Context: an optimization exercise on an open-source flow, tuned for small area, a short achievable clock period and few clock cycles per item. The choices shown serve that exercise and are no tape-out recipe. No run shown here included a check of the RTL's function; only the layout flow was run. Power and IR drop assume default switching activity.

[flow/design.v]
`default_nettype none
package smd_pkg;
   localparam int R  = 1;
   localparam int SW = 32 * R;
   localparam int NS = 16 / R;
   localparam int SB = 4 * R;           
   localparam int STEPS = 80 / R;
   localparam logic [159:0] CHAIN_IV = {
      32'h67452301, 32'hefcdab89, 32'h98badcfe, 32'h10325476, 32'hc3d2e1f0
   };
   localparam logic [127:0] ROUND_K = {
      32'h5a827999, 32'h6ed9eba1, 32'h8f1bbcdc, 32'hca62c1d6
   };
endpackage
`default_nettype wire
`default_nettype none
module smd_front (
   input  wire logic    clock,
   input  wire logic    reset,
   input  wire logic    req_valid,
   output logic         req_ready,
   input  wire logic [7:0] req_data_byte,
   input  wire logic    req_is_last,
   input  wire logic    req_no_byte,
   input  wire logic    push_ok,         
   input  wire logic    push_ok_nx,      
   output logic         push,
   output logic [smd_pkg::SW-1:0] push_data,
   output logic         push_final
);
   localparam int LW = $clog2(smd_pkg::SB);
   localparam int PW = $clog2(smd_pkg::NS);
   localparam int LENPOS = smd_pkg::NS - 64 / smd_pkg::SW;
   typedef enum logic [1:0] {
      F_TAKE,
      F_PAD,       
      F_ZERO,      
      F_LEN        
   } fstate_type;
   fstate_type       state_ff, state_in;
   logic [60:0]      cnt_ff, cnt_in;       
   logic [PW-1:0]    ppos_ff, ppos_in;     
   logic [smd_pkg::SB-1:0][7:0] acc_ff;
   logic             full_ff, full_in;     
   logic             rdy_ff, rdy_in;
   logic             accept, take_byte;
   logic [LW-1:0]    lane;
   logic [smd_pkg::SW-1:0] pad_slot;
   logic [63:0]      len_bits;
   assign req_ready = rdy_ff;
   assign accept    = req_valid && rdy_ff;
   assign take_byte = accept && !req_no_byte;
   assign lane      = cnt_ff[LW-1:0];
   assign len_bits  = {cnt_ff, 3'b000};
   always_comb begin
      for (int i = 0; i < smd_pkg::SB; i++) begin
         if (i < lane)       pad_slot[8*(smd_pkg::SB-1-i) +: 8] = acc_ff[smd_pkg::SB-1-i];
         else if (i == lane) pad_slot[8*(smd_pkg::SB-1-i) +: 8] = 8'h80;
         else                pad_slot[8*(smd_pkg::SB-1-i) +: 8] = 8'h00;
      end
   end
   always_comb begin
      state_in   = state_ff;
      cnt_in     = cnt_ff;
      ppos_in    = ppos_ff;
      full_in    = full_ff;
      push       = 1'b0;
      push_final = 1'b0;
      push_data  = acc_ff;
      unique case (state_ff)
         F_TAKE: begin
            if (full_ff) begin
               push = 1'b1;
               if (push_ok) begin
                  full_in = 1'b0;
                  ppos_in = ppos_ff + PW'(1);
               end
            end
            if (take_byte) begin
               cnt_in = cnt_ff + 61'd1;
               if (lane == LW'(smd_pkg::SB - 1)) full_in = 1'b1;
            end
            if (accept && req_is_last) state_in = F_PAD;
         end
         F_PAD: begin
            push = 1'b1;
            if (full_ff) begin
               if (push_ok) begin
                  full_in = 1'b0;
                  ppos_in = ppos_ff + PW'(1);
               end
            end else begin
               push_data = pad_slot;
               if (push_ok) begin
                  ppos_in  = ppos_ff + PW'(1);
                  state_in = (ppos_in == PW'(LENPOS)) ? F_LEN : F_ZERO;
               end
            end
         end
         F_ZERO: begin
            push_data = '0;
            push = 1'b1;
            if (push_ok) begin
               ppos_in = ppos_ff + PW'(1);
               if (ppos_in == PW'(LENPOS)) state_in = F_LEN;
            end
         end
         F_LEN: begin
            push = 1'b1;
            if (smd_pkg::SW == 64) begin
               push_data  = len_bits[smd_pkg::SW-1:0];
               push_final = 1'b1;
            end else if (ppos_ff == PW'(LENPOS)) begin
               push_data  = len_bits[63:32];
            end else begin
               push_data  = len_bits[31:0];
               push_final = 1'b1;
            end
            if (push_ok) begin
               ppos_in = ppos_ff + PW'(1);
               if (push_final) begin
                  state_in = F_TAKE;
                  cnt_in   = '0;
               end
            end
         end
         default: state_in = F_TAKE;
      endcase
   end
   always_comb begin
      rdy_in = 1'b0;
      if (state_in == F_TAKE) begin
         rdy_in = !full_in || push_ok_nx;
      end
   end
   always_ff @(posedge clock) begin
      if (take_byte) acc_ff[smd_pkg::SB-1-lane] <= req_data_byte;
   end
   always_ff @(posedge clock) begin
      if (reset) begin
         state_ff <= F_TAKE;
         cnt_ff   <= '0;
         ppos_ff  <= '0;
         full_ff  <= 1'b0;
         rdy_ff   <= 1'b1;
      end else begin
         state_ff <= state_in;
         cnt_ff   <= cnt_in;
         ppos_ff  <= ppos_in;
         full_ff  <= full_in;
         rdy_ff   <= rdy_in;
      end
   end
endmodule
`default_nettype wire
`default_nettype none
module smd_queue (
   input  wire logic    clock,
   input  wire logic    reset,
   input  wire logic    push,
   input  wire logic [smd_pkg::SW-1:0] push_data,
   input  wire logic    push_final,
   output logic         push_ok,
   output logic         push_ok_nx,
   input  wire logic    xfer,         
   input  wire logic    xlast,        
   input  wire logic    xbusy_in,     
   input  wire logic    xlast_nx,     
   output logic         b_full,
   output logic         b_last,       
   output logic [smd_pkg::SW-1:0] head
);
   localparam int CW = $clog2(smd_pkg::NS + 1);
   logic [smd_pkg::NS-1:0][smd_pkg::SW-1:0] buf_ff;
   logic [CW-1:0] bcnt_ff, bcnt_in;
   logic          last_ff, last_in;
   logic          taken;
   assign b_full  = (bcnt_ff == CW'(smd_pkg::NS));
   assign push_ok = (!xfer && !b_full) || xlast;
   assign taken   = push && push_ok;
   assign head    = buf_ff[0];
   assign b_last  = last_ff;
   always_comb begin
      bcnt_in = bcnt_ff;
      last_in = last_ff;
      if (xfer) begin
         bcnt_in = '0;
         if (xlast) last_in = 1'b0;
      end
      if (taken) begin
         bcnt_in = bcnt_in + CW'(1);
         if (push_final) last_in = 1'b1;
      end
   end
   assign push_ok_nx = xbusy_in ? xlast_nx : (bcnt_in != CW'(smd_pkg::NS));
   always_ff @(posedge clock) begin
      if (taken || xfer) begin
         for (int i = 0; i < smd_pkg::NS - 1; i++) buf_ff[i] <= buf_ff[i+1];
         buf_ff[smd_pkg::NS-1] <= push_data;
      end
   end
   always_ff @(posedge clock) begin
      if (reset) begin
         bcnt_ff <= '0;
         last_ff <= 1'b0;
      end else begin
         bcnt_ff <= bcnt_in;
         last_ff <= last_in;
      end
   end
endmodule
`default_nettype wire
`default_nettype none
module smd_back (
   input  wire logic clock,
   input  wire logic reset,
   input  wire logic b_full,
   input  wire logic b_last,
   input  wire logic [31:0] head,
   output logic      xfer,
   output logic      xlast,
   output logic      xbusy_in,
   output logic      xlast_nx,
   output logic      rsp_valid,
   input  wire logic rsp_ready,
   output logic [31:0] rsp_digest_word0,
   output logic [31:0] rsp_digest_word1,
   output logic [31:0] rsp_digest_word2,
   output logic [31:0] rsp_digest_word3,
   output logic [31:0] rsp_digest_word4
);
   localparam int XSTART = 65;
   function automatic logic [31:0] rotl(input logic [31:0] x, input int n);
      rotl = (x << n) | (x >> (32 - n));
   endfunction
   function automatic logic [31:0] fsel(input logic [2:0] sel, input logic [31:0] b,
                                        input logic [31:0] c, input logic [31:0] d);
      logic [31:0] r;
      r = '0;
      if (sel[0]) r = r | ((b & c) | (~b & d));
      if (sel[1]) r = r | (b ^ c ^ d);
      if (sel[2]) r = r | ((b & c) | (b & d) | (c & d));
      fsel = r;
   endfunction
   logic [15:0][31:0] w_ff;                 
   logic [31:0]      w_new;
   logic [4:0][31:0] work_ff, work_in;      
   logic [4:0][31:0] chain_ff;
   logic [4:0][31:0] hx;
   logic [31:0]      f_ff, f_in;            
   logic [31:0]      p_ff, p_in;            
   logic [2:0]       fs_ff, fs_in;          
   logic [31:0]      k_ff, k_in;            
   logic             run_ff, run_in;
   logic [6:0]       rnd_ff, rnd_in;
   logic             addp_ff, addp_in;      
   logic             first_ff, first_in;    
   logic             blast_ff, blast_in;    
   logic             xbusy_ff;
   logic [3:0]       xcnt_ff, xcnt_in;
   logic             rv_ff, rv_in;
   logic             at79_ff, late_ff;      
   logic             hold79, r79, add_now, wready, xgo, iv_now;
   logic [31:0]      t1, s0;
   logic [4:1][31:0] s14;
   logic [6:0]       nrnd;
   logic [31:0] a, b, c, d, e;
   assign a = work_ff[0];
   assign b = work_ff[1];
   assign c = work_ff[2];
   assign d = work_ff[3];
   assign e = work_ff[4];
   assign hold79  = first_ff && rv_ff;
   assign r79     = at79_ff && !hold79;
   assign add_now = addp_ff;
   assign wready  = (!run_ff && !addp_ff) ||
                    (late_ff && !hold79);
   assign xgo      = !xbusy_ff && b_full && wready;
   assign xfer     = xgo || xbusy_ff;
   assign xlast    = xfer && (xcnt_ff == 4'd15);
   assign xbusy_in = xfer && !xlast;
   assign xcnt_in  = xbusy_in ? xcnt_ff + 4'd1 : '0;
   assign xlast_nx = xbusy_in && (xcnt_in == 4'd15);
   always_comb begin
      run_in   = run_ff;
      rnd_in   = rnd_ff;
      addp_in  = 1'b0;
      first_in = first_ff;
      blast_in = blast_ff;
      rv_in    = rv_ff && !rsp_ready;
      if (run_ff && !at79_ff) begin
         rnd_in = rnd_ff + 7'd1;
      end
      if (r79) begin
         run_in  = 1'b0;
         addp_in = 1'b1;
      end
      if (add_now) begin
         first_in = blast_ff;
         if (blast_ff) rv_in = 1'b1;
      end
      if (xlast) begin
         run_in   = 1'b1;
         rnd_in   = '0;
         blast_in = b_last;
      end
   end
   assign nrnd = run_in ? rnd_in + 7'd1 : 7'd0;
   always_comb begin
      if (nrnd < 7'd20) begin
         fs_in = 3'b001;
         k_in  = smd_pkg::ROUND_K[32*3 +: 32];
      end else if (nrnd < 7'd40) begin
         fs_in = 3'b010;
         k_in  = smd_pkg::ROUND_K[32*2 +: 32];
      end else if (nrnd < 7'd60) begin
         fs_in = 3'b100;
         k_in  = smd_pkg::ROUND_K[32*1 +: 32];
      end else begin
         fs_in = 3'b010;
         k_in  = smd_pkg::ROUND_K[32*0 +: 32];
      end
   end
   assign t1    = rotl(a, 5) + f_ff + p_ff;
   assign w_new = rotl(w_ff[13] ^ w_ff[8] ^ w_ff[2] ^ w_ff[0], 1);
   always_comb begin
      for (int i = 0; i < 5; i++) begin
         hx[i] = first_ff ? smd_pkg::CHAIN_IV[32*(4-i) +: 32] : chain_ff[i];
      end
   end
   assign s14[1] = hx[1] + a;
   assign s14[2] = hx[2] + rotl(b, 30);
   assign s14[3] = hx[3] + c;
   assign s14[4] = hx[4] + d;
   assign s0     = hx[0] + a;
   assign iv_now = add_now ? blast_ff : (!run_ff && first_ff);
   always_comb begin
      if (run_ff) begin
         work_in[0] = t1;
         work_in[1] = a;
         work_in[2] = rotl(b, 30);
         work_in[3] = c;
         work_in[4] = d;
         if (at79_ff && hold79) work_in = work_ff;
      end else if (iv_now) begin
         for (int i = 0; i < 5; i++) work_in[i] = smd_pkg::CHAIN_IV[32*(4-i) +: 32];
      end else if (add_now) begin
         work_in[0] = s0;
         for (int i = 1; i < 5; i++) work_in[i] = chain_ff[i];
      end else begin
         work_in = work_ff;
      end
   end
   always_comb begin
      if (at79_ff) begin
         f_in = f_ff;
         p_in = p_ff;
      end else begin
         f_in = fsel(fs_ff, work_in[1], work_in[2], work_in[3]);
         p_in = work_in[4] + k_ff + w_ff[1];
      end
   end
   assign rsp_valid        = rv_ff;
   assign rsp_digest_word0 = chain_ff[0];
   assign rsp_digest_word1 = chain_ff[1];
   assign rsp_digest_word2 = chain_ff[2];
   assign rsp_digest_word3 = chain_ff[3];
   assign rsp_digest_word4 = chain_ff[4];
   always_ff @(posedge clock) begin
      for (int i = 0; i < 15; i++) w_ff[i] <= w_ff[i+1];
      w_ff[15] <= xfer ? head : w_new;
      work_ff <= work_in;
      f_ff    <= f_in;
      p_ff    <= p_in;
      fs_ff   <= fs_in;
      k_ff    <= k_in;
      if (r79) begin
         for (int i = 1; i < 5; i++) chain_ff[i] <= s14[i];
      end
      if (add_now) chain_ff[0] <= s0;
   end
   always_ff @(posedge clock) begin
      if (reset) begin
         run_ff   <= 1'b0;
         rnd_ff   <= '0;
         at79_ff  <= 1'b0;
         late_ff  <= 1'b0;
         addp_ff  <= 1'b0;
         first_ff <= 1'b1;
         blast_ff <= 1'b0;
         xbusy_ff <= 1'b0;
         xcnt_ff  <= '0;
         rv_ff    <= 1'b0;
      end else begin
         run_ff   <= run_in;
         rnd_ff   <= rnd_in;
         at79_ff  <= run_in && (rnd_in == 7'd79);
         late_ff  <= run_in && (rnd_in >= 7'(XSTART));
         addp_ff  <= addp_in;
         first_ff <= first_in;
         blast_ff <= blast_in;
         xbusy_ff <= xbusy_in;
         xcnt_ff  <= xcnt_in;
         rv_ff    <= rv_in;
      end
   end
endmodule
`default_nettype wire
`default_nettype none
module sha1_message_digest_unit (
   input  wire logic        clock,
   input  wire logic        reset,
   input  wire logic        req_valid,
   output logic             req_ready,
   input  wire logic [7:0]  req_data_byte,
   input  wire logic        req_is_last,
   input  wire logic        req_no_byte,
   output logic             rsp_valid,
   input  wire logic        rsp_ready,
   output logic [31:0]      rsp_digest_word0,
   output logic [31:0]      rsp_digest_word1,
   output logic [31:0]      rsp_digest_word2,
   output logic [31:0]      rsp_digest_word3,
   output logic [31:0]      rsp_digest_word4
);
   logic                   push, push_final, push_ok, push_ok_nx;
   logic [smd_pkg::SW-1:0] push_data, head;
   logic                   xfer, xlast, xbusy_in, xlast_nx, b_full, b_last;
   smd_front u_front (
      .clock         (clock),
      .reset         (reset),
      .req_valid     (req_valid),
      .req_ready     (req_ready),
      .req_data_byte (req_data_byte),
      .req_is_last   (req_is_last),
      .req_no_byte   (req_no_byte),
      .push_ok       (push_ok),
      .push_ok_nx    (push_ok_nx),
      .push          (push),
      .push_data     (push_data),
      .push_final    (push_final)
   );
   smd_queue u_queue (
      .clock      (clock),
      .reset      (reset),
      .push       (push),
      .push_data  (push_data),
      .push_final (push_final),
      .push_ok    (push_ok),
      .push_ok_nx (push_ok_nx),
      .xfer       (xfer),
      .xlast      (xlast),
      .xbusy_in   (xbusy_in),
      .xlast_nx   (xlast_nx),
      .b_full     (b_full),
      .b_last     (b_last),
      .head       (head)
   );
   smd_back u_back (
      .clock            (clock),
      .reset            (reset),
      .b_full           (b_full),
      .b_last           (b_last),
      .head             (head),
      .xfer             (xfer),
      .xlast            (xlast),
      .xbusy_in         (xbusy_in),
      .xlast_nx         (xlast_nx),
      .rsp_valid        (rsp_valid),
      .rsp_ready        (rsp_ready),
      .rsp_digest_word0 (rsp_digest_word0),
      .rsp_digest_word1 (rsp_digest_word1),
      .rsp_digest_word2 (rsp_digest_word2),
      .rsp_digest_word3 (rsp_digest_word3),
      .rsp_digest_word4 (rsp_digest_word4)
   );
endmodule
`default_nettype wire
[flow/config.mk]
export PLATFORM = sky130hd
export DESIGN_NAME = sha1_message_digest_unit
export DESIGN_NICKNAME = sha1_message_digest_unit
export VERILOG_FILES = /design/flow/design.v
export SDC_FILE = /design/flow/constraint.sdc
export NUM_CORES = 4
export LEC_CHECK = 0
export CAP_MARGIN = 20
export CORE_MARGIN = 2
export CORE_UTILIZATION = 40
export PLACE_DENSITY = 0.6
export SETUP_SLACK_MARGIN = 3.5
export SLEW_MARGIN = 20
[flow/run.sh]
#!/bin/bash
# synth_recipe.tcl (not shown) runs the flow's synth.tcl, then flattens the netlist and writes it again
# the make line also repeats each setting of config.mk as NAME=value (left out here)
make -C /OpenROAD-flow-scripts/flow DESIGN_CONFIG=/design/flow/config.mk WORK_HOME=/design/flow/orfs CLKGATE_MAP_FILE= SYNTH_SCRIPT=/design/flow/synth_recipe.tcl finish
[flow/constraint.sdc]
create_clock -name core_clock -period 7.5 [get_ports {clock}]
set_input_delay 1.5000 -clock core_clock [delete_from_list [all_inputs] [get_ports {clock}]]
set_output_delay 1.5000 -clock core_clock [all_outputs]
set_load 0.01 [all_outputs]
==> results of run 1 <==
worst max-delay path, delay by kind of cell, from the launching register on:
kind	cells	cell delay, ns
fa+ha+maj	2	0.63
compound gates	6	1.39
buf+inv	9	1.07
flops	1	0.37
xor+xnor	1	0.08
simple gates	4	0.51
kinds of logic (layout without fill, tap and decap cells):
family | Yosys count | count (layout) | share of synthesized area
AOI/OAI and AO/OA | 1101 | 1101 | 0.114
xor gates and xnor gates | 325 | 325 | 0.0462
adders and majority gates | 332 | 332 | 0.0791
buffers and inverters | 402 | 864 | 0.0248
DFF | 1547 | 1547 | 0.632
muxes | 60 | 60 | 0.0102
other | 0 | 1 | 0
and+or+nand+nor | 1172 | 1176 | 0.0929
metal layers:
layer	up-vias	routed length [µm]
li1	18400	-
met1	19200	70800
met2	1198	71200
met3	281	11100
met4	0	6040
met5	-	0
final timing paths:
check,startpoint,end,slack (ns),cells past startpoint
worst max register to register,u_back.run_ff$_SDFF_PP0_,u_back.p_ff[28]$_DFFE_PN_,3.17,22
worst min-delay path,u_back.w_ff[474]$_DFF_P_,u_back.w_ff[442]$_DFF_P_,0.29,0
worst max-delay path,u_back.run_ff$_SDFF_PP0_,u_back.p_ff[28]$_DFFE_PN_,3.17,22
worst min register to register,u_back.w_ff[474]$_DFF_P_,u_back.w_ff[442]$_DFF_P_,0.29,0
state kept, by name, summed over array words and instances, names as in the netlist, 5 cells and up:
register	count
u_queue.bcnt_ff	5
u_back.rnd_ff	7
u_front.cnt_ff	61
u_back.k_ff	12
u_back.w_ff	512
u_back.p_ff	32
u_queue.buf_ff	512
u_back.work_ff	160
u_back.f_ff	32
u_back.chain_ff	160
u_front.acc_ff	32
timing repair:
| action | in CTS | in global routing |
|---|---|---|
| buffers inserted | 63 | 37 |
| resized for setup | 115 | 55 |
| pin swaps | 47 | 32 |
| setup endpoints to repair | 325 | 233 |
| endpoints found under the hold margin | 0 | 0 |
| gates cloned | 7 | 2 |
power by group:
part | leakage (nW) | switching [W] | total, W | internal (W)
Sequential | 13.8 | 0.000984 | 0.0138 | 0.0128
Combinational | 11.0 | 0.00284 | 0.00480 | 0.00196
Clock | 2.75 | 0.00338 | 0.00824 | 0.00486
Total | 27.5 | 0.00720 | 0.0268 | 0.0196
placed cells by master, fill, tap and decap left out, drive strengths merged, types with 14 or more instances in the layout:
cell,n
mux2i,35
a222oi,19
nand2b,48
nor2,330
nand4,28
o21a,56
buf,128
and3,41
xnor2,242
mux2,25
nand3,75
a31oi,28
a22o,14
ha,234
o21bai,25
nor3,73
a21o,72
xor2,83
a22oi,47
a21oi,256
clkinv,44
inv,267
or2,88
o21ai,316
or3,29
dfxtp,747
clkdlybuf4s50,175
o22a,14
o22ai,76
edfxtp,800
a211oi,31
clkbuf,232
nor2b,108
and2,18
nand2,288
fa,97
per-stage QoR:
step / utilization / hold WS [ns] / area [µm²] / setup slack, ns / instances
2_1_floorplan: - / 0.310 / 62100 / 2.16 / 4939
3_3_place_gp: 0.430 / 0.310 / 65900 / 1.69 / 7041
3_5_place_dp: 0.430 / 0.312 / 65900 / 1.60 / 7041
4_1_cts: 0.474 / 0.298 / 72800 / 3.31 / 7410
5_1_grt: 0.478 / 0.313 / 73400 / 3.04 / 7449
6_report: 0.478 / 0.293 / 73400 / 3.17 / 7450
layout make-up:
cell class	count	share of cell area
flip-flops and latches	1547	0.531
multi-input cells	2994	0.302
clock buffers	231	0.0652
repair buffers	306	0.0412
well taps	2044	0.0349
inverters	257	0.0136
clock inverters	68	0.0113
repair inverters	2	0.000239
diodes	1	0.0000341
==> impl_metrics.ini, run 1 <==
[grt]
busiest_layer = met2
grt_use_met3 = 0.0399
gr-total-overflow = 0
grt_pass1_wl_um = 234000
grt_pass1_vias = 37200
antenna_found_initial = 6
grt.met1_usage = 0.274
met2_usage = 0.304
grt_use_total = 0.198
grt_max_degree = 202

[cts]
htree_levels = 4
cts_tree = built
clock_latency_ns = 0.80
clkTransAtPathRegs_ns = 0.06
cts_buffers = 159
cts-root-buf = clkbuf_16
holdBufCountCts = 0
clock-sinks = 1547
clockBufferDepth = 3

[worst_setup_path]
cp_cell_sequence = buf_12 -> buf_12 -> nor2_4 -> nor2b_4 -> buf_4 -> buf_6 -> o221a_4 -> inv_4 -> fa_1 -> inv_2 -> ha_4 -> buf_4 -> nand3_1 -> o211ai_1 -> a22oi_2 -> a41oi_2 -> o41ai_4 -> o21ai_2 -> buf_4 -> buf_4 -> nor2_4 -> xnor2_1
critPathKind = register to register
setup.worst_path.start_class = register
critical_path.slowest_cell = fa_1
cp_common_cell = buf_4
cp_max_fo = 5
crit_arrival_ns = 4.83
worstPathRequired_ns = 8.00
slowest_delay_ns = 0.42
cp-end-kind = register

[drt]
wl_per_cell_um = 21.4
num_vias = 39200
dr.pass1.iters = 6
viasPerCell = 5.26
routed_wl_um = 159000
ant_nets = 0
drc = 0
drt-initial-drc-count = 3549

[floorplanning]
die_y_um = 397
ios = 176
die_area_um2 = 157000
core_area_um2 = 154000
num_rows = 144
start_util = 0.402
die_w_um = 397

[sta]
rsz0062_at_grt = true
worst-slew-pin-transition_ns = 1.20
finalHoldViolCount = 0
max_slew_margin = 0.197
clock.fmax_mhz = 231
fin_crit_ns = 4.33
setup_tns_ns = 0
finalMaxSlewViolations = 0
fin_worst_skew_ns = 0.0584
finalCritPeriodShare = 0.577
setup_viol = 0

[cells_and_area]
syn_to_final_growth_pct = 19.0
drive_above_1_share = 0.127
nets = 5612
seq_area_um2 = 39000
multi_input_area_um2 = 22200
fill_cells = 13600

[pwr]
p_leak_nw = 27.5
power_w = 0.0268
power_density_nw_per_um2 = 366
peakVddDrop_v = 0.000278

[logic_synthesis]
synth_edf_count = 800
synth.area.top_cells = edfxtp_1 (39%), dfxtp_1 (24%), ha_1 (4.7%), xnor2_1 (3.4%), fa_1 (3.1%)
syn_area_um2 = 61700
synth_nets = 5284
yosysSeqAreaShare = 0.632
synth-main-ff-cell = edfxtp_1
netlist_instances = 4939
yosys.area.top_type = edfxtp_1
ys_warn_count = 3
async_flop_share = 0
avgSynthCellArea_um2 = 12.5
synthDistinctLibCells = 96
yosysMostFrequentCell = edfxtp_1
ys_ff_latch = 1547
synth_top_cell_area_share = 0.390
yosys-top-cells-count = edfxtp_1 (800), dfxtp_1 (747), nor2_1 (328), o21ai_0 (308), nand2_1 (287)

[placement]
hpwlAfterDp_um = 109000
place.gp.congestion = 0.929
io_buffers = 175

[outcome]
status = complete, no violations

[min_path]
hold_path_class = register to register

[run]
maxCapViolCount = 0
==> run 2: changes to the inputs <==
--- a/flow/design.v
+++ b/flow/design.v
@@ -1,5 +1,5 @@
 `default_nettype none
 package smd_pkg;
-   localparam int R  = 1;
+   localparam int R  = 2;
    localparam int SW = 32 * R;
    localparam int NS = 16 / R;
@@ -217,5 +217,5 @@
    input  wire logic b_full,
    input  wire logic b_last,
-   input  wire logic [31:0] head,
+   input  wire logic [smd_pkg::SW-1:0] head,
    output logic      xfer,
    output logic      xlast,
@@ -230,5 +230,10 @@
    output logic [31:0] rsp_digest_word4
 );
-   localparam int XSTART = 65;
+   localparam int R     = smd_pkg::R;
+   localparam int NS    = smd_pkg::NS;
+   localparam int STEPS = smd_pkg::STEPS;
+   localparam int XW    = $clog2(NS);
+   localparam int SWD   = $clog2(STEPS + 1);
+   localparam int XSTART = STEPS - NS + 1;
    function automatic logic [31:0] rotl(input logic [31:0] x, input int n);
       rotl = (x << n) | (x >> (32 - n));
@@ -243,26 +248,22 @@
       fsel = r;
    endfunction
-   logic [15:0][31:0] w_ff;                 
-   logic [31:0]      w_new;
+   logic [15:0][31:0] w_ff;
+   logic [R-1:0][31:0] w_tail;
    logic [4:0][31:0] work_ff, work_in;      
    logic [4:0][31:0] chain_ff;
-   logic [4:0][31:0] hx;
-   logic [31:0]      f_ff, f_in;            
-   logic [31:0]      p_ff, p_in;            
-   logic [2:0]       fs_ff, fs_in;          
-   logic [31:0]      k_ff, k_in;            
+   logic [R-1:0][31:0] p_ff, p_in;          
+   logic [2:0]       fsel_ff, fsel_in;      
    logic             run_ff, run_in;
-   logic [6:0]       rnd_ff, rnd_in;
+   logic [SWD-1:0]   step_ff, step_in;
    logic             addp_ff, addp_in;      
    logic             first_ff, first_in;    
    logic             blast_ff, blast_in;    
    logic             xbusy_ff;
-   logic [3:0]       xcnt_ff, xcnt_in;
+   logic [XW-1:0]    xcnt_ff, xcnt_in;
    logic             rv_ff, rv_in;
-   logic             at79_ff, late_ff;      
-   logic             hold79, r79, add_now, wready, xgo, iv_now;
-   logic [31:0]      t1, s0;
-   logic [4:1][31:0] s14;
-   logic [6:0]       nrnd;
+   logic             add_now, xgo, wready;
+   logic [SWD-1:0]   nstep;
+   logic [4:0][31:0] s, step_out;
+   logic [R-1:0][31:0] k_next;
    logic [31:0] a, b, c, d, e;
    assign a = work_ff[0];
@@ -271,30 +272,29 @@
    assign d = work_ff[3];
    assign e = work_ff[4];
-   assign hold79  = first_ff && rv_ff;
-   assign r79     = at79_ff && !hold79;
-   assign add_now = addp_ff;
+   assign add_now = addp_ff && !(first_ff && rv_ff);
    assign wready  = (!run_ff && !addp_ff) ||
-                    (late_ff && !hold79);
-   assign xgo      = !xbusy_ff && b_full && wready;
-   assign xfer     = xgo || xbusy_ff;
-   assign xlast    = xfer && (xcnt_ff == 4'd15);
+                    (run_ff && (step_ff >= SWD'(XSTART)) && !(first_ff && rv_ff));
+   assign xgo     = !xbusy_ff && b_full && wready;
+   assign xfer    = xgo || xbusy_ff;
+   assign xlast   = xfer && (xcnt_ff == XW'(NS - 1));
    assign xbusy_in = xfer && !xlast;
-   assign xcnt_in  = xbusy_in ? xcnt_ff + 4'd1 : '0;
-   assign xlast_nx = xbusy_in && (xcnt_in == 4'd15);
+   assign xcnt_in  = xbusy_in ? xcnt_ff + XW'(1) : '0;
+   assign xlast_nx = xbusy_in && (xcnt_in == XW'(NS - 1));
    always_comb begin
       run_in   = run_ff;
-      rnd_in   = rnd_ff;
-      addp_in  = 1'b0;
+      step_in  = step_ff;
+      addp_in  = addp_ff;
       first_in = first_ff;
       blast_in = blast_ff;
       rv_in    = rv_ff && !rsp_ready;
-      if (run_ff && !at79_ff) begin
-         rnd_in = rnd_ff + 7'd1;
-      end
-      if (r79) begin
-         run_in  = 1'b0;
-         addp_in = 1'b1;
+      if (run_ff) begin
+         step_in = step_ff + SWD'(1);
+         if (step_ff == SWD'(STEPS - 1)) begin
+            run_in  = 1'b0;
+            addp_in = 1'b1;
+         end
       end
       if (add_now) begin
+         addp_in  = 1'b0;
          first_in = blast_ff;
          if (blast_ff) rv_in = 1'b1;
@@ -302,63 +302,73 @@
       if (xlast) begin
          run_in   = 1'b1;
-         rnd_in   = '0;
+         step_in  = '0;
          blast_in = b_last;
       end
    end
-   assign nrnd = run_in ? rnd_in + 7'd1 : 7'd0;
+   assign nstep = run_in ? step_in : '0;
    always_comb begin
-      if (nrnd < 7'd20) begin
-         fs_in = 3'b001;
-         k_in  = smd_pkg::ROUND_K[32*3 +: 32];
-      end else if (nrnd < 7'd40) begin
-         fs_in = 3'b010;
-         k_in  = smd_pkg::ROUND_K[32*2 +: 32];
-      end else if (nrnd < 7'd60) begin
-         fs_in = 3'b100;
-         k_in  = smd_pkg::ROUND_K[32*1 +: 32];
+      fsel_in = 3'b000;
+      for (int j = 0; j < R; j++) k_next[j] = smd_pkg::ROUND_K[32*3 +: 32];
+      if (nstep < SWD'(20 / R)) begin
+         fsel_in = 3'b001;
+      end else if (nstep < SWD'(40 / R)) begin
+         fsel_in = 3'b010;
+         for (int j = 0; j < R; j++) k_next[j] = smd_pkg::ROUND_K[32*2 +: 32];
+      end else if (nstep < SWD'(60 / R)) begin
+         fsel_in = 3'b100;
+         for (int j = 0; j < R; j++) k_next[j] = smd_pkg::ROUND_K[32*1 +: 32];
       end else begin
-         fs_in = 3'b010;
-         k_in  = smd_pkg::ROUND_K[32*0 +: 32];
+         fsel_in = 3'b010;
+         for (int j = 0; j < R; j++) k_next[j] = smd_pkg::ROUND_K[32*0 +: 32];
       end
    end
-   assign t1    = rotl(a, 5) + f_ff + p_ff;
-   assign w_new = rotl(w_ff[13] ^ w_ff[8] ^ w_ff[2] ^ w_ff[0], 1);
+   generate
+      if (R == 1) begin : g_r1
+         logic [31:0] t1;
+         assign t1 = rotl(a, 5) + fsel(fsel_ff, b, c, d) + p_ff[0];
+         assign step_out[0] = t1;
+         assign step_out[1] = a;
+         assign step_out[2] = rotl(b, 30);
+         assign step_out[3] = c;
+         assign step_out[4] = d;
+         assign w_tail[0] = rotl(w_ff[13] ^ w_ff[8] ^ w_ff[2] ^ w_ff[0], 1);
+      end else begin : g_r2
+         logic [31:0] t1, s2, t2;
+         assign t1 = rotl(a, 5) + fsel(fsel_ff, b, c, d) + p_ff[0];
+         assign s2 = fsel(fsel_ff, a, rotl(b, 30), c) + p_ff[1];
+         assign t2 = rotl(t1, 5) + s2;
+         assign step_out[0] = t2;
+         assign step_out[1] = t1;
+         assign step_out[2] = rotl(a, 30);
+         assign step_out[3] = rotl(b, 30);
+         assign step_out[4] = c;
+         assign w_tail[0] = rotl(w_ff[13] ^ w_ff[8] ^ w_ff[2] ^ w_ff[0], 1);
+         assign w_tail[1] = rotl(w_ff[14] ^ w_ff[9] ^ w_ff[3] ^ w_ff[1], 1);
+      end
+   endgenerate
    always_comb begin
       for (int i = 0; i < 5; i++) begin
-         hx[i] = first_ff ? smd_pkg::CHAIN_IV[32*(4-i) +: 32] : chain_ff[i];
+         s[i] = (first_ff ? smd_pkg::CHAIN_IV[32*(4-i) +: 32] : chain_ff[i]) + work_ff[i];
       end
    end
-   assign s14[1] = hx[1] + a;
-   assign s14[2] = hx[2] + rotl(b, 30);
-   assign s14[3] = hx[3] + c;
-   assign s14[4] = hx[4] + d;
-   assign s0     = hx[0] + a;
-   assign iv_now = add_now ? blast_ff : (!run_ff && first_ff);
    always_comb begin
       if (run_ff) begin
-         work_in[0] = t1;
-         work_in[1] = a;
-         work_in[2] = rotl(b, 30);
-         work_in[3] = c;
-         work_in[4] = d;
-         if (at79_ff && hold79) work_in = work_ff;
-      end else if (iv_now) begin
+         work_in = step_out;
+      end else if (add_now ? blast_ff : first_ff) begin
          for (int i = 0; i < 5; i++) work_in[i] = smd_pkg::CHAIN_IV[32*(4-i) +: 32];
       end else if (add_now) begin
-         work_in[0] = s0;
-         for (int i = 1; i < 5; i++) work_in[i] = chain_ff[i];
+         work_in = s;
       end else begin
          work_in = work_ff;
       end
    end
-   always_comb begin
-      if (at79_ff) begin
-         f_in = f_ff;
-         p_in = p_ff;
-      end else begin
-         f_in = fsel(fs_ff, work_in[1], work_in[2], work_in[3]);
-         p_in = work_in[4] + k_ff + w_ff[1];
+   generate
+      if (R == 1) begin : g_p1
+         assign p_in[0] = work_in[4] + k_next[0] + w_ff[1];
+      end else begin : g_p2
+         assign p_in[0] = work_in[4] + k_next[0] + w_ff[2];
+         assign p_in[1] = work_in[3] + k_next[1] + w_ff[3];
       end
-   end
+   endgenerate
    assign rsp_valid        = rv_ff;
    assign rsp_digest_word0 = chain_ff[0];
@@ -368,22 +378,17 @@
    assign rsp_digest_word4 = chain_ff[4];
    always_ff @(posedge clock) begin
-      for (int i = 0; i < 15; i++) w_ff[i] <= w_ff[i+1];
-      w_ff[15] <= xfer ? head : w_new;
+      for (int i = 0; i < 16 - R; i++) w_ff[i] <= w_ff[i+R];
+      for (int j = 0; j < R; j++) begin
+         w_ff[16-R+j] <= xfer ? head[32*(R-1-j) +: 32] : w_tail[j];
+      end
       work_ff <= work_in;
-      f_ff    <= f_in;
       p_ff    <= p_in;
-      fs_ff   <= fs_in;
-      k_ff    <= k_in;
-      if (r79) begin
-         for (int i = 1; i < 5; i++) chain_ff[i] <= s14[i];
-      end
-      if (add_now) chain_ff[0] <= s0;
+      fsel_ff <= fsel_in;
+      if (add_now) chain_ff <= s;
    end
    always_ff @(posedge clock) begin
       if (reset) begin
          run_ff   <= 1'b0;
-         rnd_ff   <= '0;
-         at79_ff  <= 1'b0;
-         late_ff  <= 1'b0;
+         step_ff  <= '0;
          addp_ff  <= 1'b0;
          first_ff <= 1'b1;
@@ -394,7 +399,5 @@
       end else begin
          run_ff   <= run_in;
-         rnd_ff   <= rnd_in;
-         at79_ff  <= run_in && (rnd_in == 7'd79);
-         late_ff  <= run_in && (rnd_in >= 7'(XSTART));
+         step_ff  <= step_in;
          addp_ff  <= addp_in;
          first_ff <= first_in;
--- a/flow/config.mk
+++ b/flow/config.mk
@@ -10,4 +10,3 @@
 export CORE_UTILIZATION = 40
 export PLACE_DENSITY = 0.6
-export SETUP_SLACK_MARGIN = 3.5
 export SLEW_MARGIN = 20
==> impl_metrics.ini, run 2 <==
[drt]
drc = 0
wl_per_cell_um = 22.2
dr.pass1.iters = 8
ant_nets = 0
drt-initial-drc-count = 3614
viasPerCell = 5.25
routed_wl_um = 188000
num_vias = 44500

[sta]
setup_slack_ns = 0.276
clock.fmax_mhz = 138
fin_crit_ns = 7.22
finalMaxSlewViolations = 0
worst-slew-pin-transition_ns = 1.14
finalHoldViolCount = 0
worst_hold_slack_ns = 0.318
setup_viol = 0
max_slew_margin = 0.243
fin_worst_skew_ns = 0.0455
finalCritPeriodShare = 0.963

[logic_synthesis]
yosysMostFrequentCell = edfxtp_1
yosys.area.top_type = edfxtp_1
netlist_instances = 5609
synth_edf_count = 832
avgSynthCellArea_um2 = 12.3
syn_area_um2 = 68900
synth_nets = 6114
synth.area.top_cells = edfxtp_1 (36%), dfxtp_1 (21%), fa_1 (5.5%), ha_1 (5.5%), xnor2_1 (5.1%)
ys_warn_count = 3
synth-main-ff-cell = edfxtp_1
yosys-top-cells-count = edfxtp_1 (832), dfxtp_1 (731), a21oi_1 (417), xnor2_1 (399), inv_1 (397)
synthDistinctLibCells = 90
ys_ff_latch = 1563
async_flop_share = 0
synth_top_cell_area_share = 0.363
yosysSeqAreaShare = 0.575

[pwr]
p_leak_nw = 31.6
peakVddDrop_v = 0.000521
power_density_nw_per_um2 = 452

[worst_setup_path]
cp-end-kind = register
setup.worst_path.start_class = register
critPathKind = register to register
slowest_delay_ns = 0.55
cp_max_fo = 2
crit_arrival_ns = 7.75
critical_path.slowest_cell = fa_1
worstPathRequired_ns = 8.02

[cts]
cts_tree = built
clock_latency_ns = 0.79
htree_levels = 4
clock-sinks = 1563
cts-root-buf = clkbuf_16
clkTransAtPathRegs_ns = 0.06
clockBufferDepth = 3
cts_buffers = 166

[cells_and_area]
fill_cells = 15300
final_cell_mix = edfxtp_1 (832), dfxtp_1 (726), a21oi_1 (412)
fin_cells = 8479
num_antenna_cells = 0
syn_to_final_growth_pct = 17.2
final_common_cell = edfxtp_1
reg_top3 = u_back.w_ff (512), u_queue.buf_ff (512)
nets = 6529
drive_above_1_share = 0.116

[grt]
gr-total-overflow = 0
grt_use_total = 0.212
antenna_found_initial = 1
grt_max_degree = 186
grt_pass1_vias = 44100
grt_pass1_wl_um = 279000

[outcome]
status = complete, no violations

[placement]
hpwlAfterDp_um = 139000
io_buffers = 175
dp_cells = 8163
place.gp.congestion = 0.954
pre_cts_ws_ns = -0.283

[floorplanning]
die_area_um2 = 175000
core_area_um2 = 171000
ios = 176
num_rows = 152
die_w_um = 419
start_util = 0.402
die_y_um = 419

[run]
maxCapViolCount = 0

[min_path]
hold_path_class = register to register
==> run 2: cell types whose count changed after synthesis, moves of 92 or more <==
cell / delta
xnor2_1: +157
a22o_1: +116
fa_1: +92
inv_1: +140
a21oi_1: +162
o21ai_0: -114
==> run 2: critical path: cells and delay by family (launching register included) <==
family,cells,cell delay [ns]
DFF,1,0.41
buffers and inverters,5,0.67
xor gates and xnor gates,2,0.23
AOI/OAI and AO/OA,15,2.92
adders and majority gates,6,2.37
and+or+nand+nor,2,0.36
==> run 2: where the power goes <==
| part | switching, W | total [W] | internal (W) | leakage (nW) |
|---|---|---|---|---|
| sequential | 0.00118 | 0.0141 | 0.0129 | 13.9 |
| clock | 0.00357 | 0.00832 | 0.00475 | 2.79 |
| combinational | 0.00810 | 0.0141 | 0.00598 | 14.9 |
==> run 2: metrics by stage <==
step / instance area, µm² / TNS (ns) / total power [W] / utilization
finish: 80700 / 0 / 0.0365 / 0.471
global route: 80700 / -0.108 / 0.0387 / 0.471
detailed placement: 74800 / -1.35 / 0.0278 / 0.436
CTS: 80500 / -0.00906 / 0.0363 / 0.470
floorplan: 68900 / 0 / 0.0232 / -
global placement: 74800 / -1.05 / 0.0276 / 0.436
==> run 2: final timing paths <==
kind                                                     end                         start  slack (ns)  depth (start not counted)
worst max-delay path            u_back.work_ff[31]$_DFFE_PP_  u_back.work_ff[65]$_DFFE_PP_        0.28                         30
worst min-delay path                u_back.w_ff[349]$_DFF_P_      u_back.w_ff[413]$_DFF_P_        0.32                          0
worst max register to register  u_back.work_ff[31]$_DFFE_PP_  u_back.work_ff[65]$_DFFE_PP_        0.28                         30
worst min register to register      u_back.w_ff[349]$_DFF_P_      u_back.w_ff[413]$_DFF_P_        0.32                          0
==> run 2: logic make-up after synthesis <==
kind of cell,share of synthesized area
buf+inv,0.0306
mux,0.0144
xor+xnor,0.0656
compound gates,0.125
simple gates,0.0788
fa+ha+maj,0.110
flops,0.575
==> run 2: repair_timing <==
action                                  4_1_cts  5_1_grt
endpoints found under the setup margin        8       17
pin swaps                                     1       27
hold buffers                                  0        0
hold endpoints to repair                      0        0
resized for setup                             9       32
setup buffers                                 0        3
==> run 2: final cells by class <==
class / instances / area (µm²) / share of cell area
inverters: 401 / 1520 / 0.0188
multi-input cells: 3488 / 27400 / 0.339
repair buffers: 404 / 3580 / 0.0444
well taps: 2310 / 2890 / 0.0358
flip-flops and latches: 1563 / 39600 / 0.491
clock inverters: 93 / 1040 / 0.0129
clock buffers: 220 / 4640 / 0.0575
==> run 2: layer usage <==
layer  share of wire  up-vias  wire, µm  track usage
met4           0.051        0      9620        0.102
li1                -    21000         -            -
met5               0        -         0            0
met2            0.47     1302     87800        0.346
met3           0.050      340      9340       0.0291
met1            0.43    21900     81300        0.277
==> run 3: changes to the inputs <==
--- a/flow/design.v
+++ b/flow/design.v
@@ -1,5 +1,5 @@
 `default_nettype none
 package smd_pkg;
-   localparam int R  = 2;
+   localparam int R  = 1;
    localparam int SW = 32 * R;
    localparam int NS = 16 / R;
==> impl_metrics.ini, run 3 <==
[logic_synthesis]
yosys.area.top_type = edfxtp_1
yosys.area_share.adder = 0.0810
synth_top_cell_area_share = 0.419
avgSynthCellArea_um2 = 13.0
netlist_instances = 4598
async_flop_share = 0
synth-simple-area-share = 0.0825
synthDistinctLibCells = 85
synth.area.top_cells = edfxtp_1 (42%), dfxtp_1 (23%), ha_1 (5.1%), xnor2_1 (3.8%), fa_1 (3.0%)
synth-compound-area-share = 0.103
synth-main-ff-cell = edfxtp_1
ys_ff_latch = 1503
yosysMostFrequentCell = edfxtp_1
syn_area_um2 = 59700
synth_edf_count = 832
muxShareOfSynthArea = 0.00988
ys_warn_count = 3
yosysSeqAreaShare = 0.644
synthXorXnorAreaFrac = 0.0543
yosys-top-cells-count = edfxtp_1 (832), dfxtp_1 (671), nand2_1 (291), inv_1 (281), nor2_1 (267)
synth_top_family_by_area = compound AO/OA/AOI/OAI gates
synth_nets = 4944

[worst_setup_path]
slowest_delay_ns = 0.58
critPathKind = register to register
cp_max_fo = 29
cp-end-kind = register
worstPathRequired_ns = 8.21
setup.worst_path.start_class = register
crit_arrival_ns = 7.18
cp_top_family = compound AO/OA/AOI/OAI gates
critical_path.slowest_cell = dfxtp_4
crit_buf_inv = 0

[cts]
clockBufferDepth = 3
htree_levels = 4
cts-root-buf = clkbuf_16
cts_buffers = 154
cts_tree = built
ctsResizeCount = 0
clkTransAtPathRegs_ns = 0.06
postCtsSetupBuffers = 0
clock_latency_ns = 0.78
clock-sinks = 1503
holdBufCountCts = 0

[drt]
num_vias = 35200
ant_nets = 0
drt-initial-drc-count = 2979
viasPerCell = 5.09
routed_wl_um = 134000
dr.pass1.iters = 7
drc = 0
wl_per_cell_um = 19.5

[grt]
grt_use_total = 0.176
gr-total-overflow = 0
grt_pass1_vias = 34100
grt_pass1_wl_um = 206000
grt_max_degree = 170
antenna_found_initial = 4

[outcome]
status = complete, no violations

[floorplanning]
num_rows = 141
start_util = 0.404
die_area_um2 = 152000
ios = 176
die_w_um = 390
die_y_um = 390
core_area_um2 = 148000

[sta]
rsz0062_at_grt = false
setup_slack_ns = 1.03
clock.fmax_mhz = 155
finalMaxSlewViolations = 0
worst_hold_slack_ns = 0.302
setup_tns_ns = 0
max_slew_margin = 0.308
finalCritPeriodShare = 0.863
fin_crit_ns = 6.47
worst-slew-pin-transition_ns = 1.04
finalHoldViolCount = 0
fin_worst_skew_ns = 0.0339
setup_viol = 0

[pwr]
peakVddDrop_v = 0.000358
power_density_nw_per_um2 = 363
p_leak_nw = 26.2

[min_path]
hold_path_class = register to register

[run]
maxCapViolCount = 0

[placement]
hpwlAfterDp_um = 94100
io_buffers = 175
pre_cts_ws_ns = 1.06
place.gp.congestion = 0.919

[cells_and_area]
reg_top3 = u_back.w_ff (512), u_queue.buf_ff (512)
final_cell_mix = edfxtp_1 (832), dfxtp_1 (669), nand2_1 (290)
nets = 5193
drive_above_1_share = 0.0840
fill_cells = 13200
fin_util = 0.464
final_common_cell = edfxtp_1
syn_to_final_growth_pct = 15.1
num_antenna_cells = 0
[run 3: cell type report]
type,instances,area (µm²),share of cell area
Clock buffer,211,4300,0.0626
Multi-Input combinational cell,2695,19800,0.288
Inverter,282,1070,0.0156
Sequential cell,1503,38400,0.560
Clock inverter,72,628,0.00915
Tap cell,1930,2410,0.0352
Timing Repair Buffer,211,2060,0.0300
[run 3: through the flow]
stage               power (W)  cells  area [µm²]
global placement       0.0176   6621       63700
floorplan              0.0164   4598       59700
finish                 0.0249   6904       68700
global route           0.0263   6904       68700
CTS                    0.0253   6904       68700
detailed placement     0.0177   6621       63700
[run 3: cell families after synthesis]
group | count (synthesis)
AOI/OAI and AO/OA | 922
xor gates and xnor gates | 370
adders and majority gates | 333
buffers and inverters | 400
DFF | 1503
muxes | 56
and+or+nand+nor | 1014
[run 3: path summary, 6_finish.rpt]
kind                                                 start                  endpoint  slack, ns  depth (start not counted)
worst max-delay path            u_back.first_ff$_SDFF_PP1_   u_back.p_ff[30]$_DFF_P_       1.03                         26
worst min-delay path              u_back.w_ff[246]$_DFF_P_  u_back.w_ff[214]$_DFF_P_       0.30                          0
worst max register to register  u_back.first_ff$_SDFF_PP1_   u_back.p_ff[30]$_DFF_P_       1.03                         26
worst min register to register    u_back.w_ff[246]$_DFF_P_  u_back.w_ff[214]$_DFF_P_       0.30                          0
[run 3: where the power goes]
part	switching, W	internal, W	total [W]
Clock	0.00320	0.00420	0.00740
Sequential	0.000925	0.0122	0.0131
Combinational	0.00273	0.00174	0.00447
Total	0.00686	0.0181	0.0249
[run 3: worst reg2reg max path, cell delays in order (launching register included)]
cell and delay, ns:
dfxtp_4 0.58, nor2b_1 0.11, ha_1 0.25, fa_1 0.46, a21o_1 0.23, a311o_1 0.38, and2_1 0.17, a21o_1 0.18
a21oi_1 0.16, xnor2_1 0.17, mux2i_1 0.10, o21ai_0 0.34, xor2_1 0.13, ha_1 0.22, a21o_1 0.15, ha_1 0.33
and2_1 0.17, a2111oi_0 0.52, nor3_1 0.14, a211oi_1 0.33, a21oi_1 0.15, nor3_1 0.34, nor2_1 0.10, and2_1 0.18
o21a_1 0.17, o21ai_0 0.20, xnor2_1 0.14
[run 3: per-layer routing]
layer  vias up  part of all wire  GRT usage  wire length (µm)
met2       940              0.44      0.265             59000
met3       224             0.059     0.0328              7940
met4         0             0.036     0.0677              4870
met5         -                 0          0                 0
li1      17000                 -          -                 -
met1     17000              0.47      0.251             62600

==> what the ideal ports hide <==
In the flow no input, the clock included, has a driving cell. The finished layouts below were timed again as built, in two steps. Step 1 (the two cells are an assumption about what drives the block):
set clk [get_ports {clock}]
set_driving_cell -lib_cell sky130_fd_sc_hd__clkbuf_16 $clk
set_driving_cell -lib_cell sky130_fd_sc_hd__buf_2 [delete_from_list [all_inputs] $clk]
Step 2, shift: input delay + t, output delay - t, t = (earliest + latest rising clock arrival at the registers) / 2. This alone moves slack from input paths to output paths. a / b / c = ideal ports / drivers / drivers and shift; a / b = the first two.
run | t (ns) | setup WS [ns] | worst register clock-pin slew, ns
run 1 | 0.850 | 3.173 / 3.173 / 2.845 | 0.07 / 0.07
run 2 | 0.845 | 0.276 / 0.276 / 0.276 | 0.07 / 0.07
run 3 | 0.836 | 1.028 / 1.028 / 1.028 | 0.06 / 0.06
After both steps setup and hold are still met in every run listed. For run 1, which loses most, drivers alone change the setup slack by 0.000 ns; drivers and shift together by -0.328 ns.
